This is an optimization exercise on Yosys and OpenROAD, whose aim is small area, a short achievable clock period and few clock cycles, not a production implementation. Function was checked by simulation only, so behaviour that the tests miss may differ from the original. Power figures rest on the tool's default switching activity, not on a simulated workload.

**flow/run.sh**
```bash
#!/bin/bash
# synth_recipe.tcl (not shown) runs the flow's synth.tcl, then flattens the netlist and writes it again
# the make line also repeats each setting of config.mk as NAME=value (left out here)
make -C /OpenROAD-flow-scripts/flow DESIGN_CONFIG=/design/flow/config.mk WORK_HOME=/design/flow/orfs CLKGATE_MAP_FILE= SYNTH_SCRIPT=/design/flow/synth_recipe.tcl finish
```
**flow/config.mk**
```make
export PLATFORM = sky130hd
export DESIGN_NAME = rc4_stream_cipher_unit
export DESIGN_NICKNAME = rc4_stream_cipher_unit
export VERILOG_FILES = /design/flow/design.v
export SDC_FILE = /design/flow/constraint.sdc
export NUM_CORES = 4
export LEC_CHECK = 0
export CAP_MARGIN = 20
export CORE_MARGIN = 2
export CORE_UTILIZATION = 45
export SLEW_MARGIN = 20
```
**flow/constraint.sdc**
```tcl
create_clock -name core_clock -period 7.0 [get_ports {clk_i}]
set_input_delay 1.4000 -clock core_clock [delete_from_list [all_inputs] [get_ports {clk_i}]]
set_output_delay 1.4000 -clock core_clock [all_outputs]
set_load 0.01 [all_outputs]
```
**flow/design.v**
```verilog
package rc4_pkg;
  localparam logic [2:0] OP_NONE = 3'd0;
  localparam logic [2:0] OP_XOR  = 3'd1;   
  localparam logic [2:0] OP_FWD  = 3'd2;   
  localparam logic [2:0] OP_BWD  = 3'd3;   
  localparam logic [2:0] OP_INIT = 3'd4;   
  localparam logic [2:0] OP_KSA  = 3'd5;   
endpackage
module rc4_ctrl (
  input  logic       clk_i,
  input  logic       rst_ni,
  input  logic       push_i,
  input  logic [7:0] data_i,
  input  logic       pop_i,
  output logic       valid_o,
  output logic [1:0] count_o,
  output logic [7:0] data_o
);
  logic [7:0] r0_q, r1_q, r2_q;
  logic [1:0] cnt_q, cnt_d;
  logic [1:0] wpos;
  always_comb begin
    cnt_d = cnt_q;
    if (push_i && !pop_i) cnt_d = cnt_q + 2'd1;
    if (!push_i && pop_i) cnt_d = cnt_q - 2'd1;
  end
  assign wpos = pop_i ? (cnt_q - 2'd1) : cnt_q;
  always_ff @(posedge clk_i or negedge rst_ni) begin
    if (!rst_ni) begin
      cnt_q <= 2'd0;
    end else begin
      cnt_q <= cnt_d;
    end
  end
  always_ff @(posedge clk_i) begin
    if (push_i && wpos == 2'd0) r0_q <= data_i;
    else if (pop_i)             r0_q <= r1_q;
    if (push_i && wpos == 2'd1) r1_q <= data_i;
    else if (pop_i)             r1_q <= r2_q;
    if (push_i && wpos == 2'd2) r2_q <= data_i;
  end
  assign valid_o = (cnt_q != 2'd0);
  assign count_o = cnt_q;
  assign data_o  = r0_q;
endmodule
module rc4_datapath (
  input  logic       clk_i,
  input  logic       init_i,      
  input  logic       we_j_i,      
  input  logic [7:0] idx_j_i,
  input  logic [7:0] wd_j_i,
  input  logic       wv_i,        
  input  logic [7:0] wa_i,
  input  logic [7:0] wb_i,
  input  logic [7:0] idx_a_i,
  input  logic [7:0] idx_c_i,
  output logic [7:0] rd_a_o,
  output logic [7:0] rd_b_o,      
  output logic [7:0] rd_c_o
);
  logic [2047:0] s_q;
  logic [255:0] dec_j, dec_w, dec_a, dec_c;
  logic [255:0] col [8];
  function automatic logic [255:0] onehot(input logic [7:0] x);
    logic [15:0] lo, hi;
    logic [255:0] r;
    lo = 16'd1 << x[3:0];
    hi = 16'd1 << x[7:4];
    for (int k = 0; k < 256; k++) r[k] = hi[k/16] & lo[k%16];
    onehot = r;
  endfunction
  assign dec_j = onehot(idx_j_i);
  assign dec_w = onehot(wa_i);
  assign dec_a = onehot(idx_a_i);
  assign dec_c = onehot(idx_c_i);
  always_comb begin
    for (int b = 0; b < 8; b++)
      for (int e = 0; e < 256; e++) col[b][e] = s_q[8*e+b];
  end
  logic [7:0] ra, rb, rc;
  always_comb begin
    for (int b = 0; b < 8; b++) begin
      ra[b] = |(dec_a & col[b]);
      rb[b] = |(dec_j & col[b]);
      rc[b] = |(dec_c & col[b]);
    end
  end
  logic fa, fb, fc;
  assign fa = wv_i && (idx_a_i == wa_i);
  assign fb = wv_i && (idx_j_i == wa_i);
  assign fc = wv_i && (idx_c_i == wa_i);
  assign rd_a_o = fa ? wb_i : ra;
  assign rd_b_o = fb ? wb_i : rb;
  assign rd_c_o = fc ? wb_i : rc;
  genvar g;
  generate
    for (g = 0; g < 256; g++) begin : g_slot
      logic sj, sw, sh;
      logic [7:0] d;
      assign sj = we_j_i && dec_j[g];
      assign sw = wv_i && !init_i && dec_w[g] && !sj;
      assign sh = !init_i && !sj && !sw;
      assign d = ({8{init_i}} & 8'(g))
               | ({8{sj}} & wd_j_i)
               | ({8{sw}} & wb_i)
               | ({8{sh}} & s_q[8*g +: 8]);
      always_ff @(posedge clk_i) s_q[8*g +: 8] <= d;
    end
  endgenerate
endmodule
module rc4_stream_cipher_unit (
  input  logic        clk_i,
  input  logic        rst_ni,
  input  logic        in_valid_i,
  output logic        in_stall_o,
  input  logic [7:0]  data_in_i,
  input  logic        first_of_message_i,
  output logic        out_valid_o,
  input  logic        out_stall_i,
  output logic [7:0]  data_out_o,
  input  logic        cfg_valid_i,
  output logic        cfg_ready_o,
  input  logic [2:0]  cfg_index_i,
  input  logic [63:0] cfg_data_i
);
  logic [63:0] key_lo_q, key_hi_q;
  logic [4:0]  klen_q;
  logic        use_rc4_q;
  logic [7:0]  xor_q;
  logic        cfg_key_wr;
  assign cfg_ready_o = 1'b1;
  assign cfg_key_wr  = cfg_valid_i && (cfg_index_i <= 3'd2);
  always_ff @(posedge clk_i or negedge rst_ni) begin
    if (!rst_ni) begin
      key_lo_q  <= '0;
      key_hi_q  <= '0;
      klen_q    <= 5'd16;
      use_rc4_q <= 1'b1;
      xor_q     <= '0;
    end else if (cfg_valid_i) begin
      case (cfg_index_i)
        3'd0: key_lo_q  <= cfg_data_i;
        3'd1: key_hi_q  <= cfg_data_i;
        3'd2: klen_q    <= cfg_data_i[4:0];
        3'd3: use_rc4_q <= cfg_data_i[0];
        3'd4: xor_q     <= cfg_data_i[7:0];
        default: ;
      endcase
    end
  end
  logic [3:0] lenm1;
  always_comb begin
    if (klen_q == 5'd0)       lenm1 = 4'd0;
    else if (klen_q > 5'd16)  lenm1 = 4'd15;
    else                      lenm1 = 4'(klen_q - 5'd1);
  end
  logic [2:0] op_q, op_d;
  logic       v1_q, v2_q, x2_q, wv_q, cok_q;
  logic [7:0] d1_q, d2_q, p2_q;
  logic [7:0] i_q, j_q, p_q, pm_q, k_q, pa_q, wa_q, wb_q;
  logic [3:0] kidx_q;
  logic [8:0] n_q;
  logic [1:0] occ_q;
  logic is_fwd, is_ksa, is_bwd, is_init, is_xor, swap;
  assign is_fwd  = (op_q == rc4_pkg::OP_FWD);
  assign is_ksa  = (op_q == rc4_pkg::OP_KSA);
  assign is_bwd  = (op_q == rc4_pkg::OP_BWD);
  assign is_init = (op_q == rc4_pkg::OP_INIT);
  assign is_xor  = (op_q == rc4_pkg::OP_XOR);
  assign swap    = is_fwd || is_ksa || is_bwd;
  logic [7:0] jp, ip, t, rd_a, rd_b, rd_c;
  assign jp = j_q + pm_q + k_q;
  assign ip = i_q + 8'd1;
  assign t  = p2_q + wb_q;
  rc4_datapath u_datapath (
    .clk_i   (clk_i),
    .init_i  (is_init),
    .we_j_i  (swap),
    .idx_j_i (jp),
    .wd_j_i  (is_bwd ? rd_a : p_q),
    .wv_i    (wv_q),
    .wa_i    (wa_q),
    .wb_i    (wb_q),
    .idx_a_i (pa_q),
    .idx_c_i (t),
    .rd_a_o  (rd_a),
    .rd_b_o  (rd_b),
    .rd_c_o  (rd_c)
  );
  logic c1, ksa_last, bwd_last, pop, can_acc, acc;
  logic [8:0] n_a;
  logic       cok_a;
  assign c1       = is_fwd || is_xor;
  assign ksa_last = is_ksa && (i_q == 8'd254);
  assign bwd_last = is_bwd && (n_q == 9'd1);
  assign pop      = out_valid_o && !out_stall_i;
  assign can_acc  = (!v1_q || c1) && ((occ_q != 2'd3) || pop);
  assign acc      = in_valid_i && can_acc;
  assign in_stall_o = !can_acc;
  always_comb begin
    n_a = n_q;
    if (is_fwd)   n_a = n_q + 9'd1;
    if (is_bwd)   n_a = n_q - 9'd1;
    if (ksa_last) n_a = 9'd0;
  end
  assign cok_a = (cok_q && !(is_fwd && n_q == 9'd256)) || ksa_last;
  always_comb begin
    op_d = rc4_pkg::OP_NONE;
    if (acc) begin
      if (!use_rc4_q)               op_d = rc4_pkg::OP_XOR;
      else if (!first_of_message_i) op_d = rc4_pkg::OP_FWD;
      else if (!cok_a)              op_d = rc4_pkg::OP_INIT;
      else if (n_a == 9'd0)         op_d = rc4_pkg::OP_FWD;
      else                          op_d = rc4_pkg::OP_BWD;
    end else if (v1_q && !c1) begin
      case (op_q)
        rc4_pkg::OP_INIT: op_d = rc4_pkg::OP_KSA;
        rc4_pkg::OP_KSA:  op_d = ksa_last ? rc4_pkg::OP_FWD : rc4_pkg::OP_KSA;
        rc4_pkg::OP_BWD:  op_d = bwd_last ? rc4_pkg::OP_FWD : rc4_pkg::OP_BWD;
        default:          op_d = rc4_pkg::OP_NONE;
      endcase
    end
  end
  logic [7:0] i_d, j_d, p_d, pm_d, k_d, pa_d;
  logic [3:0] kidx_d;
  logic       nx_fwd, nx_ksa, nx_bwd;
  assign nx_fwd = (op_d == rc4_pkg::OP_FWD);
  assign nx_ksa = (op_d == rc4_pkg::OP_KSA);
  assign nx_bwd = (op_d == rc4_pkg::OP_BWD);
  always_comb begin
    i_d    = i_q;
    j_d    = j_q;
    p_d    = p_q;
    kidx_d = kidx_q;
    if (is_fwd || is_ksa) begin
      i_d = ksa_last ? 8'd0 : ip;
      j_d = ksa_last ? 8'd0 : jp;
      p_d = (jp == pa_q) ? p_q : rd_a;
      kidx_d = (kidx_q == lenm1) ? 4'd0 : kidx_q + 4'd1;
    end
    if (is_bwd) begin
      i_d = i_q - 8'd1;
      j_d = bwd_last ? 8'd0 : jp + 8'd1;
      p_d = rd_b;
    end
    if (is_init) begin
      i_d    = 8'd255;
      j_d    = 8'd0;
      p_d    = 8'd0;
      kidx_d = 4'd0;
    end
  end
  always_comb begin
    pm_d = 8'd0;
    if (nx_fwd || nx_ksa) pm_d = p_d;
    if (nx_bwd && is_bwd) pm_d = ~rd_b;
  end
  logic [127:0] key;
  assign key  = {key_hi_q, key_lo_q};
  assign k_d  = nx_ksa ? key[{kidx_d, 3'b000} +: 8] : 8'd0;
  assign pa_d = nx_bwd ? i_d : ((nx_ksa && i_d == 8'd254) ? 8'd1 : i_d + 8'd2);
  always_ff @(posedge clk_i or negedge rst_ni) begin
    if (!rst_ni) begin
      op_q  <= rc4_pkg::OP_NONE;
      v1_q  <= 1'b0;
      v2_q  <= 1'b0;
      wv_q  <= 1'b0;
      cok_q <= 1'b0;
      occ_q <= 2'd0;
    end else begin
      op_q  <= op_d;
      v1_q  <= acc || (v1_q && !c1);
      v2_q  <= c1;
      wv_q  <= swap;
      cok_q <= cok_a && !cfg_key_wr;
      occ_q <= occ_q + 2'(acc) - 2'(pop);
    end
  end
  always_ff @(posedge clk_i) begin
    if (acc) d1_q <= data_in_i;
    i_q    <= i_d;
    j_q    <= j_d;
    p_q    <= p_d;
    pm_q   <= pm_d;
    k_q    <= k_d;
    pa_q   <= pa_d;
    kidx_q <= kidx_d;
    n_q    <= n_a;
    wa_q   <= is_bwd ? i_q : ip;
    wb_q   <= rd_b;
    x2_q   <= is_xor;
    d2_q   <= is_xor ? (d1_q ^ xor_q) : d1_q;
    p2_q   <= p_q;
  end
  logic [7:0] res;
  assign res = x2_q ? d2_q : (d2_q ^ rd_c);
  rc4_ctrl u_out (
    .clk_i   (clk_i),
    .rst_ni  (rst_ni),
    .push_i  (v2_q),
    .data_i  (res),
    .pop_i   (pop),
    .valid_o (out_valid_o),
    .count_o (),
    .data_o  (data_out_o)
  );
endmodule
```
==> summary.md <==
| Metric | Value |
|---|---|
| Status | stopped before the end |
| Last step reached | 5_1_grt |
| Run-stopping error | [ERROR GRT-0116] Global routing finished with congestion. Check the congestion regions in the DRC Viewer. |
| Post-Synth Adder-Cell Area | 0.403% |
| Xor/xnor share of the synthesized area | 0.609% |
| Total placed cells including tap cells | 27800 |
| Synthesis Warnings | 4 |
| # clock sinks | 2327 |
| Cts bufs inserted | 238 |
| Pin count of the biggest net entering global routing | 227 |
| Synth Area per Inst | 6.87 um^2 |
| Number of top-level design ports | 92 |
| Post-synth EDFFs | 32 |
| Share of flip-flops with an asynchronous set or reset | 6.57% |
| Number of port buffers | 90 |
| Horizontal die dimension | 585 um |
| Post-synth design cell area | 152000 um^2 |
| Most used flip-flop cell after synthesis | dfxtp_1 |
| Sequential fraction of the synthesis area | 31.4% |
| Portion of netlist area occupied by mux cells | 1.92% |
| Count of unique library cells instantiated by Yosys | 112 |
| Post-synthesis net count | 22200 |
| Gpl congestion | 2.39 |
| Die extent in y | 585 um |
| Clk root buf | clkbuf_16 |
| Total of hold buffers inserted after clock tree synthesis | 0 |
| Synthesized-area fraction occupied by and/or/nand/nor cells | 31.7% |
| Number of storage elements in the synthesis netlist | 2327 |
| Instance count of the mapped netlist | 22100 |
| H-tree Lvls | 4 |
| Compound-gate portion of the synthesized area | 28.3% |
| Effective utilization at floorplan | 45.2% |
| Placement-stage worst setup slack | -0.506 ns |
| Overall routing resource usage | 135% |
| Total number of placement rows | 213 |
| Wire length of the first global-routing pass | 3020000 um |
| Number of global-route vias before repair | 255000 |
| Detailed-placement wirelength estimate | 1820000 um |
| Combinational family with the most area after synthesis | simple AND/OR/NAND/NOR gates |
| Sum of overflow across all layers after global routing | 96900 |
| Maximum count of clock buffers along a single path | 4 |
[metrics by stage]
stage,instance area [um^2],power (mW)
floorplan,152000,49.5
detailed placement,180000,120
CTS,188000,134
global placement,179000,120
[power groups by stage]
| stage | Sequential, mW | Combinational, mW | Clock, mW |
|---|---|---|---|
| 3_5_place_dp | 31.6 | 88.4 | 0 |
| 3_3_place_gp | 31.5 | 88.2 | 0 |
| 4_1_cts | 31.4 | 89.0 | 13.5 |
| 2_1_floorplan | 22.1 | 27.3 | 0 |
[worst max path at each step]
stage | startpoint | end | slack (ns) | cells after the start
floorplan | j_q[1] | pm_q[1] | 2.15 | 21
global placement | wb_q[1] | u_out.r1_q[4] | -0.96 | 18
detailed placement | wb_q[5] | u_out.r1_q[4] | -0.51 | 15
CTS | pa_q[0] | u_datapath.s_q[1739] | 0.06 | 18
[metal layers]
layer / GRT overflow / track usage [%]
met1: 24700 / 125
met2: 54900 / 177
met3: 8587 / 109
met4: 7755 / 119
met5: 1010 / 100
[synth_stat cells (all sizes together) (35+ instances only)]
cell / instances / share of area (%)
nor2: 1828 / 4.5
clkbuf: 1613 / 4.0
a221oi: 237 / 1.4
nor3: 272 / 0.91
a311oi: 59 / 0.34
a31oi: 1067 / 4.4
mux2i: 81 / 0.53
nand4: 479 / 2.0
o221ai: 35 / 0.21
o22ai: 330 / 1.4
o2111ai: 40 / 0.24
a22oi: 1056 / 5.2
and3: 243 / 1.0
nand3: 2525 / 8.3
and4: 46 / 0.27
a22o: 286 / 1.6
nor4: 159 / 0.67
a21oi: 549 / 1.8
or4: 60 / 0.30
dfxtp: 2142 / 28
a211oi: 98 / 0.49
o211ai: 187 / 0.92
dfrtp: 151 / 2.5
a222oi: 158 / 1.0
a32o: 132 / 0.87
xnor2: 62 / 0.36
inv: 52 / 0.13
nand2: 5084 / 13
a32oi: 369 / 2.1
a2111oi: 87 / 0.53
o21ai: 1355 / 4.5
buf: 531 / 1.6
mux2: 187 / 1.4
[kinds of logic after synthesis]
| kind of cell | count (synthesis) |
|---|---|
| adders and majority gates | 44 |
| other | 1 |
| AOI/OAI and AO/OA | 6255 |
| buffers and inverters | 2198 |
| and+or+nand+nor | 10900 |
| DFF | 2327 |
| xor gates and xnor gates | 97 |
| muxes | 268 |
[what timing repair did]
action / 4_1_cts
pin swaps: 3
resized for setup: 11
setup buffers: 3
setup endpoints to repair: 97
Testbench counts, summed over its fixed seeds: cycles 15,059.
